Background: an optimization exercise with open tools, aiming at small area, a short achievable clock period and few clock cycles per item. Do not read the settings as production practice.
Function was checked by simulation only, so behaviour that the tests miss may differ from the original.
The clock port is modelled as an ideal driver; clocking choices that lean on that would not hold on a real chip.
Power figures rest on the tool's default switching activity, not on a simulated workload.

Setup of run A:
==> flow/design.v (excerpt) <==
module alpha_compositor
(
	input logic clk,
	input logic reset,
	input logic src_valid,
	output logic src_ready,
	input blend_pkg::pixel_addr_t src_addr,
	input blend_pkg::channel_t src_r,
	input blend_pkg::channel_t src_g,
	input blend_pkg::channel_t src_b,
	input blend_pkg::channel_t src_a,
	input logic src_last,
	output logic wb_cyc,
	output logic wb_stb,
	output logic wb_we,
	output blend_pkg::pixel_addr_t wb_adr,
	output blend_pkg::rgb_t wb_dat_w,
	input blend_pkg::rgb_t wb_dat_r,
	input logic wb_ack,
	output logic frame_done
);
	logic busy;
	logic wlast;        
	logic bv;
	logic [23:0] b_s;
	logic [7:0] b_a;
	logic [23:0] b_d;
	logic [11:0] b_addr;
	logic b_last;
	logic [2:0] k1;     
	logic s1v;
	logic [15:0] s1n0;
	logic [15:0] s1n1;
	logic rdy;          
	logic rd_ack;
	logic wr_ack;
	logic free;
	logic wb_free;
	logic pv;
	logic pr;
	logic po;
	logic b_done;
	logic barrier;
	logic issue_r;
	logic issue_w;
	logic load_b;
	logic s1_take;
	logic s1_load;
	logic [7:0] ch_s;
	logic [7:0] ch_d;
	logic [15:0] ch_n0;
	logic [15:0] ch_n1;
	logic [7:0] ch_q;
	assign wb_cyc = busy;
	assign wb_stb = busy;
	assign src_ready = rdy;
	assign rd_ack = busy && !wb_we && wb_ack;
	assign wr_ack = busy && wb_we && wb_ack;
	assign free = !busy || wr_ack;
	assign wb_free = !(busy && wb_we) || wb_ack;
	assign pv = src_valid && !rdy;
	assign pr = pv && (src_a != 8'hff);
	assign po = pv && (src_a == 8'hff);
	assign b_done = bv && (k1 == 3'd0);
	assign barrier = bv && b_last;   
	assign issue_r = free && pr && !barrier;
	assign issue_w = (rd_ack && bv) || (free && (!pr || barrier) && b_done);
	assign load_b = rd_ack || (free && po && (!bv || issue_w));
	assign s1_take = s1v && wb_free;
	assign s1_load = (k1 != 3'd0) && (!s1v || s1_take);
	assign ch_s = b_s[23:16];
	assign ch_d = b_d[23:16];
	alpha_blend_sum sum_u (.s(ch_s), .d(ch_d), .a(b_a), .n0(ch_n0), .n1(ch_n1));
  ...
clock: 8.0 ns
lec_check: 0
cap_margin: 20
core_margin: 2
core_utilization: 45
cts_buf_list: sky130_fd_sc_hd__clkbuf_4 sky130_fd_sc_hd__clkbuf_8
setup_slack_margin: 5
slew_margin: 20
tns_end_percent: 0
standard.sh (not shown) runs the stock make flow with config.mk's settings and CLKGATE_MAP_FILE= SYNTH_SCRIPT=/design/flow/synth_recipe.tcl, a recipe that flattens the netlist after the stock synthesis.
==> flow/flow/run.sh <==
#!/bin/bash
# Standard layout, with three changes to how it is made:
#  - the port buffers the standard flow's flow inserts are made from the smallest plain
#    buffer; repair still resizes any that timing needs;
#  - CTS adds no dummy loads to balance its leaf buffers;
#  - after CTS, one more setup repair pass on the worst path
#    (flow/post_cts.tcl).
set -euo pipefail
export BUFFER_PORTS_ARGS="-buffer_cell sky130_fd_sc_hd__buf_1"
export POST_CTS_TCL="$PWD/flow/post_cts.tcl"
export CTS_ARGS="-sink_clustering_enable -repair_clock_nets -dont_use_dummy_load -buf_list {sky130_fd_sc_hd__clkbuf_4 sky130_fd_sc_hd__clkbuf_8}"
bash standard.sh > standard_flow.log 2>&1
==> flow/flow/post_cts.tcl <==
puts "post_cts: worst setup slack before [worst_slack -max]"
repair_timing -setup -setup_margin 5.6 -repair_tns 0 -verbose
detailed_placement
check_placement -verbose
puts "post_cts: worst setup slack after [worst_slack -max]"
Run A went all the way through synthesis, placement and routing and the layout is clean on timing, DRC and antenna.
Testbench counts of run A, summed over its fixed seeds: cycles 34,025, pixels 5,905.
Inputs modified between run A and run B:
# run A
export LEC_CHECK = 0
export CAP_MARGIN = 20
export CORE_MARGIN = 2
export CORE_UTILIZATION = 45
export CTS_BUF_LIST = sky130_fd_sc_hd__clkbuf_4 sky130_fd_sc_hd__clkbuf_8
export SETUP_SLACK_MARGIN = 5
export SLEW_MARGIN = 20
export TNS_END_PERCENT = 0
create_clock -name core_clock -period 8.0 [get_ports {clk}]
# run B
export LEC_CHECK = 0
export CAP_MARGIN = 20
export CORE_MARGIN = 2
export CORE_UTILIZATION = 40
export CTS_BUF_LIST = sky130_fd_sc_hd__clkbuf_4 sky130_fd_sc_hd__clkbuf_8
export SETUP_SLACK_MARGIN = 5
export SLEW_MARGIN = 20
export TNS_END_PERCENT = 0
create_clock -name core_clock -period 8.0 [get_ports {clk}]
--- a/flow/flow/run.sh
+++ b/flow/flow/run.sh
@@ -4,5 +4,5 @@
 #    buffer; repair still resizes any that timing needs;
 #  - CTS adds no dummy loads to balance its leaf buffers;
-#  - after CTS, one more setup repair pass on the worst path
+#  - after CTS, two more setup repair passes on the worst path
 #    (flow/post_cts.tcl).
 set -euo pipefail
==> flow/flow/post_cts.tcl <==
puts "post_cts: worst setup slack before [worst_slack -max]"
repair_timing -setup -setup_margin 5.6 -repair_tns 0 -verbose
detailed_placement
puts "post_cts: worst setup slack after pass 1 [worst_slack -max]"
repair_timing -setup -setup_margin 5.6 -repair_tns 0 -verbose
detailed_placement
check_placement -verbose
puts "post_cts: worst setup slack after pass 2 [worst_slack -max]"
Findings:
- Run B against run A: total sequential power did not really move; total wire length rose by 5.8%.
- Going from run A to run B, number of multi-input combinational cells in the layout about even, worst setup slack fell 0.024 ns, fraction of power consumed by combinational cells rose 0.4 points.
For run C, these inputs were changed with respect to run B:
# run B
export LEC_CHECK = 0
export CAP_MARGIN = 20
export CORE_MARGIN = 2
export CORE_UTILIZATION = 40
export CTS_BUF_LIST = sky130_fd_sc_hd__clkbuf_4 sky130_fd_sc_hd__clkbuf_8
export SETUP_SLACK_MARGIN = 5
export SLEW_MARGIN = 20
export TNS_END_PERCENT = 0
create_clock -name core_clock -period 8.0 [get_ports {clk}]
# run C
export LEC_CHECK = 0
export CAP_MARGIN = 20
export CORE_MARGIN = 2
export CORE_UTILIZATION = 58
export CTS_BUF_LIST = sky130_fd_sc_hd__clkbuf_4 sky130_fd_sc_hd__clkbuf_8
export SETUP_SLACK_MARGIN = 5
export SLEW_MARGIN = 20
export TNS_END_PERCENT = 0
create_clock -name core_clock -period 8.0 [get_ports {clk}]
--- a/flow/flow/run.sh
+++ b/flow/flow/run.sh
@@ -4,5 +4,5 @@
 #    buffer; repair still resizes any that timing needs;
 #  - CTS adds no dummy loads to balance its leaf buffers;
-#  - after CTS, two more setup repair passes on the worst path
+#  - after CTS, one more setup repair pass on the worst path
 #    (flow/post_cts.tcl).
 set -euo pipefail
==> flow/flow/post_cts.tcl <==
puts "post_cts: worst setup slack before [worst_slack -max]"
repair_timing -setup -setup_margin 5.6 -repair_tns 0 -verbose
detailed_placement
check_placement -verbose
puts "post_cts: worst setup slack after [worst_slack -max]"
Compared with run B, run C shows a sequential share of power that is 0.4 points higher.
[compare] base=run B new=run C: maximum frequency went down by about 0.36%; post-layout worst setup margin went down by 0.011 ns.
Looking at relative area change from synthesis to final layout, run C sits 1.6 points lower than run B does.
Compare run C and run B | clock network power share lower: run C
The met3 track utilization from global routing number comes out higher for run C vs run B.
Maximum fanout along the worst path ended up 1 higher on run C than on run B.
Comparing run C with run B, the final setup skew came out essentially unchanged.
Sort run C and run B by internal power, descending, and run B comes first.
Between run B and run C, the cell count went down.
Standard cell with the maximum stage delay on the critical path = fa_1: run B; standard cell with the maximum stage delay on the critical path = fa_2: run C
Overall via count from detail_route (run C over run B): decrease, 0.82%
#### Input delta (run D over run C)
# run C
export LEC_CHECK = 0
export CAP_MARGIN = 20
export CORE_MARGIN = 2
export CORE_UTILIZATION = 58
export CTS_BUF_LIST = sky130_fd_sc_hd__clkbuf_4 sky130_fd_sc_hd__clkbuf_8
export SETUP_SLACK_MARGIN = 5
export SLEW_MARGIN = 20
export TNS_END_PERCENT = 0
create_clock -name core_clock -period 8.0 [get_ports {clk}]
# run D
export LEC_CHECK = 0
export CAP_MARGIN = 20
export CORE_MARGIN = 2
export CORE_UTILIZATION = 40
export CTS_BUF_LIST = sky130_fd_sc_hd__clkbuf_4 sky130_fd_sc_hd__clkbuf_8
export SETUP_SLACK_MARGIN = 5
export SLEW_MARGIN = 20
export TNS_END_PERCENT = 0
create_clock -name core_clock -period 8.0 [get_ports {clk}]
## What came out
Run D against run C; met2 wire length is up by a little under 10%.
In run D, the half-perimeter wire length after detailed placement came out 830 um above the value in run C.
Run C → run D: number of search-and-repair iterations in the first detailed-routing pass now sits lower; fmax now sits at about the same level; minimum clock period after layout now sits lower.
Run D against run C: instance count of the mapped netlist closely matched the old numbers; met3 capacity usage during global routing decreased by 0.69 points relative to the old numbers; pin slew with the least headroom to its limit increased by 0.24 ns relative to the old numbers.
Final-layout clock-cell area share: run C vs run D, no meaningful difference

[re-timing with driven ports]
The results above use ideal ports. As a check the final layouts listed here were re-extracted and re-timed, cells and wires unchanged. Step 1 assumes that a clkbuf_16 drives the clock port and a buf_2 every other input. Step 2 times the ports against the registers' clock, not the clock port: input delays grow and output delays shrink by t, the midpoint of the rising clock arrivals with the driver on. Three values: ideal ports, drivers, drivers and shift; two values: the first two.
run | t (ns) | setup slack, ns | hold slack, ns
run A | 0.473 | 4.933 / 4.933 / 4.555 | 0.506 / 0.506 / 0.506
run B | 0.470 | 4.909 / 4.909 / 4.506 | 0.513 / 0.513 / 0.513
run C | 0.461 | 4.898 / 4.898 / 4.560 | 0.458 / 0.458 / 0.458
run D | 0.475 | 4.903 / 4.903 / 4.510 | 0.505 / 0.505 / 0.505
After both steps setup and hold are still met in every run listed. The setup slack of run B, which loses most, moves by 0.000 ns with the drivers and by -0.403 ns with both steps.
